Background: an optimization exercise with open tools, aiming at small area and a short achievable clock period. Do not read the settings as production practice. Function was checked by simulation only, so behaviour that the tests miss may differ from the original. Power and IR drop assume default switching activity.

== run A ==
// even_pipe
module even_pipe (
    input  wire logic         clk,
    input  wire logic         arst_n,
    input  wire logic         issue,
    input  wire logic [5:0]   opcode,
    input  wire logic [127:0] ra,
    input  wire logic [127:0] rb,
    input  wire logic [9:0]   imm10,
    input  wire logic [6:0]   imm7,
    input  wire logic [6:0]   rt_addr,
    output logic              wb_reg_wr_en,
    output logic [1:0]        wb_unit_id,
    output logic [6:0]        wb_rt_addr,
    output logic [127:0]      wb_rt_data
);
    logic [3:0] op;
    logic       hw, im, sr, kept;
    assign op = opcode[5:2];
    assign hw = opcode[1];
    assign im = opcode[0];
    assign sr = op[3:1] == 3'b111;
    always_comb begin
        case (op)
            4'd2, 4'd3, 4'd5, 4'd7, 4'd9, 4'd10: kept = !hw && !im;
            4'd4, 4'd6, 4'd8:                    kept = !hw || im;
            default:                             kept = 1'b1;
        endcase
    end
    logic inva, invb, cin, kg, kp, kc, cgt, cmp, ceq, cinv;
    always_comb begin
        inva = 1'b0; invb = 1'b0; cin = 1'b0; kg = 1'b0; kp = 1'b0; kc = 1'b0;
        cgt  = 1'b0; cmp = 1'b0; ceq = 1'b0; cinv = 1'b0;
        case (op)
            4'd0:  begin kp = 1'b1; kc = 1'b1; end                            
            4'd1:  begin kp = 1'b1; kc = 1'b1; inva = 1'b1; cin = 1'b1; end   
            4'd2:  begin kp = 1'b1; kc = 1'b1; cmp = 1'b1; end                
            4'd3:  begin kp = 1'b1; kc = 1'b1; inva = 1'b1; cin = 1'b1; cmp = 1'b1; end
            4'd4:  begin kg = 1'b1; end                                       
            4'd5:  begin kg = 1'b1; invb = 1'b1; end                          
            4'd6:  begin kg = 1'b1; kp = 1'b1; end                            
            4'd7:  begin kg = 1'b1; kp = 1'b1; invb = 1'b1; end               
            4'd8:  begin kp = 1'b1; end                                       
            4'd9:  begin kg = 1'b1; kp = 1'b1; inva = 1'b1; invb = 1'b1; end  
            4'd10: begin kg = 1'b1; inva = 1'b1; invb = 1'b1; end             
            4'd11: begin kp = 1'b1; kc = 1'b1; inva = 1'b1; cmp = 1'b1; ceq = 1'b1; end
            4'd12: begin kp = 1'b1; kc = 1'b1; inva = 1'b1; cin = 1'b1; cmp = 1'b1; cgt = 1'b1; cinv = 1'b1; end
  ...
Settings: LEC_CHECK=0, ABC_AREA=1, CAP_MARGIN=20, CORE_MARGIN=2, CORE_UTILIZATION=40, CTS_CLUSTER_DIAMETER=80, CTS_CLUSTER_SIZE=30, SETUP_SLACK_MARGIN=2.8, SLEW_MARGIN=20; clock period 5.0 ns.
standard.sh (not shown) runs the stock make flow with config.mk's settings and CLKGATE_MAP_FILE= SYNTH_SCRIPT=/design/flow/synth_recipe.tcl, a recipe that flattens the netlist after the stock synthesis.
==> flow/flow/run.sh <==
#!/bin/bash
set -euo pipefail
export BUFFER_PORTS_ARGS="-buffer_cell sky130_fd_sc_hd__buf_1"
bash standard.sh > standard.log 2>&1
Input-level comparison between run B and run A:
- removing CTS_CLUSTER_SIZE (formerly 30)
- removing CTS_CLUSTER_DIAMETER (formerly 80)
==> summary.txt <==
- On setup slack after layout, run A and run B are basically level.
- Compared with run A, run B shows a lower peak fanout along the critical path.
- | global-route met3 utilization | run B vs run A | 0.92 points lower |
- In run B relative to run A, total power had gone up by a little under 10%.
- From run A to run B the numbers moved as follows: layout clock buffer count moved up, critical path data required time level, final area moved up.
- Against run A, run B comes in 0.03 ns lower on clock slew at the register clock pins of the worst setup and hold paths.
- As far as relative area of non-clock buffer cells in the final design is concerned, run B and run A perform about the same.
- Run B — number of cell instances on the worst register-to-register path 5 lower, run A as reference
The inputs of run C differ from those of run B as listed below.
- setting CTS_CLUSTER_SIZE to 30 for the first time
- changing CORE_UTILIZATION from 40 to 60
- setting CTS_CLUSTER_DIAMETER to 80 for the first time
Findings:
Changes observed in run C relative to run B: hold slack went down 0.046 ns; mean number of vias per cell went up about 8%; post-layout worst setup margin went up 0.036 ns; power density over cell area went down 8.5%.
Between run C and run B, it is run C whose clock tree buffer count of the final layout is lower, by 49.
Via count, run C vs run B: up slightly
In the flow results for run C and run B, the combinational share of power is smaller on run B.
Run C ends up with a register share of the cell area that is 1.5 points higher than in run B.
Number of buffers inserted during clock tree synthesis (run B / run C): 2.3
Compared with run B, run C shows a lower cell area after placement.
| area added between synthesis and finish | higher: run B |
### run C -> run D
- a change of CORE_UTILIZATION from 60 to 40
- a deleted CTS_CLUSTER_DIAMETER that had been 80
- a deleted ABC_AREA that had been 1
- a deleted CTS_CLUSTER_SIZE that had been 30
Notes after the runs:
Run D: flow completed, timing, DRC and antenna clean
Per the final summary, run C finished and its layout is clean on timing, DRC and antenna.
Sort run D and run C by depth of the worst register-to-register path desc -> top: run C
Of run D and run C, run C shows the lower required time at the worst-slack endpoint, with run D above it.
Delta (run D minus run C): site row count saw an increase; share of final layout cell area taken by clock buffers and inverters went up; maximum frequency went down.
For run C, the power group with the highest consumption was sequential cells, unlike run D, where it was combinational logic.
Edits applied to the flow inputs when going from run D to run E:
- setting CTS_CLUSTER_DIAMETER to 100 for the first time
- setting CTS_CLUSTER_SIZE to 30 for the first time
- Per the comparison of run E with run D, via count went down, number of buffers outside the clock class in the layout went down by 10.
- Per the comparison of run E with run D, power shrank by 1.7 mW, worst setup slack went up, clock-cell share of area moved down, global-route usage down 0.66 points, final core area utilization went down.
- The launch point of the critical path comes out r1_y[1] in one run and r1_x[0] in the other, namely in run E and run D respectively.
- Vias per cell of run D is on par with run E.
- Post-layout minimum cycle time on run E is down relative to run D.
- The cell area in run E sits 980 µm² below the value recorded for run D.
- For run D, the slowest stage cell on the critical path was sky130_fd_sc_hd__dfxtp_1, unlike run E, where it was sky130_fd_sc_hd__ha_2.

========
north:
even_pipe, a different RTL version from the one above (not shown whole).
For scale: about 570 flip-flops, ~430 I/O pins, ~0.036 sq mm of cells after synthesis.
Settings: LEC_CHECK=0, CAP_MARGIN=20, CORE_MARGIN=2, CORE_UTILIZATION=40, SETUP_SLACK_MARGIN=2.3, SLEW_MARGIN=20; clock period 5.0 ns.
Scripts as last shown in full above: flow/flow/run.sh
The inputs of south differ from those of north as listed below.
==> flow/run.sh (new file) <==
#!/bin/bash
# synth_recipe.tcl (not shown) runs the flow's synth.tcl, then flattens the netlist and writes it again
# the make line also repeats each setting of config.mk as NAME=value (left out here)
make -C /OpenROAD-flow-scripts/flow DESIGN_CONFIG=/design/flow/config.mk WORK_HOME=/design/flow/orfs CLKGATE_MAP_FILE= SYNTH_SCRIPT=/design/flow/synth_recipe.tcl finish
removed: flow/flow/run.sh
removed: flow/standard.sh
==> comparison <==
The relative area of clock buffers and inverters in the final design on north is in line with that on south. north → south: number of vias after detailed routing ~0 delta, number of global-route vias before repair +232, register-to-register slack -40 ps.

-- static timing again, ports no longer ideal --
The results above use ideal ports. As a check the final layouts listed here were re-extracted and re-timed, cells and wires unchanged.
Step 1 (the two cells are an assumption about what drives the block):
set clk [get_ports {clk}]
set_driving_cell -lib_cell sky130_fd_sc_hd__clkbuf_16 $clk
set_driving_cell -lib_cell sky130_fd_sc_hd__buf_2 [delete_from_list [all_inputs] $clk]
Step 2 also shifts input and output timing later by t, the mid clock arrival at the registers, as if the neighbouring blocks saw the same clock.
Slacks: no drivers / after step 1 / after step 2; pairs: no drivers / after step 1.
| run | t, ns | setup slack, ns | worst setup path at the end |
|---|---|---|---|
| run A | 0.686 | 2.750 / 2.750 / 2.251 | input to register |
| run B | 0.701 | 2.750 / 2.750 / 2.212 | input to register |
| run C | 0.694 | 2.786 / 2.741 / 2.164 | input to register |
| run D | 0.677 | 2.724 / 2.724 / 2.163 | input to register |
| run E | 0.717 | 2.750 / 2.750 / 2.111 | input to register |
| north | 0.702 | 2.382 / 2.382 / 1.736 | input to register |
| south | 0.687 | 2.299 / 2.305 / 1.660 | input to register |
After both steps setup and hold are still met in every run listed. The setup slack of north, which loses most, moves by 0.000 ns with the drivers and by -0.646 ns with both steps.
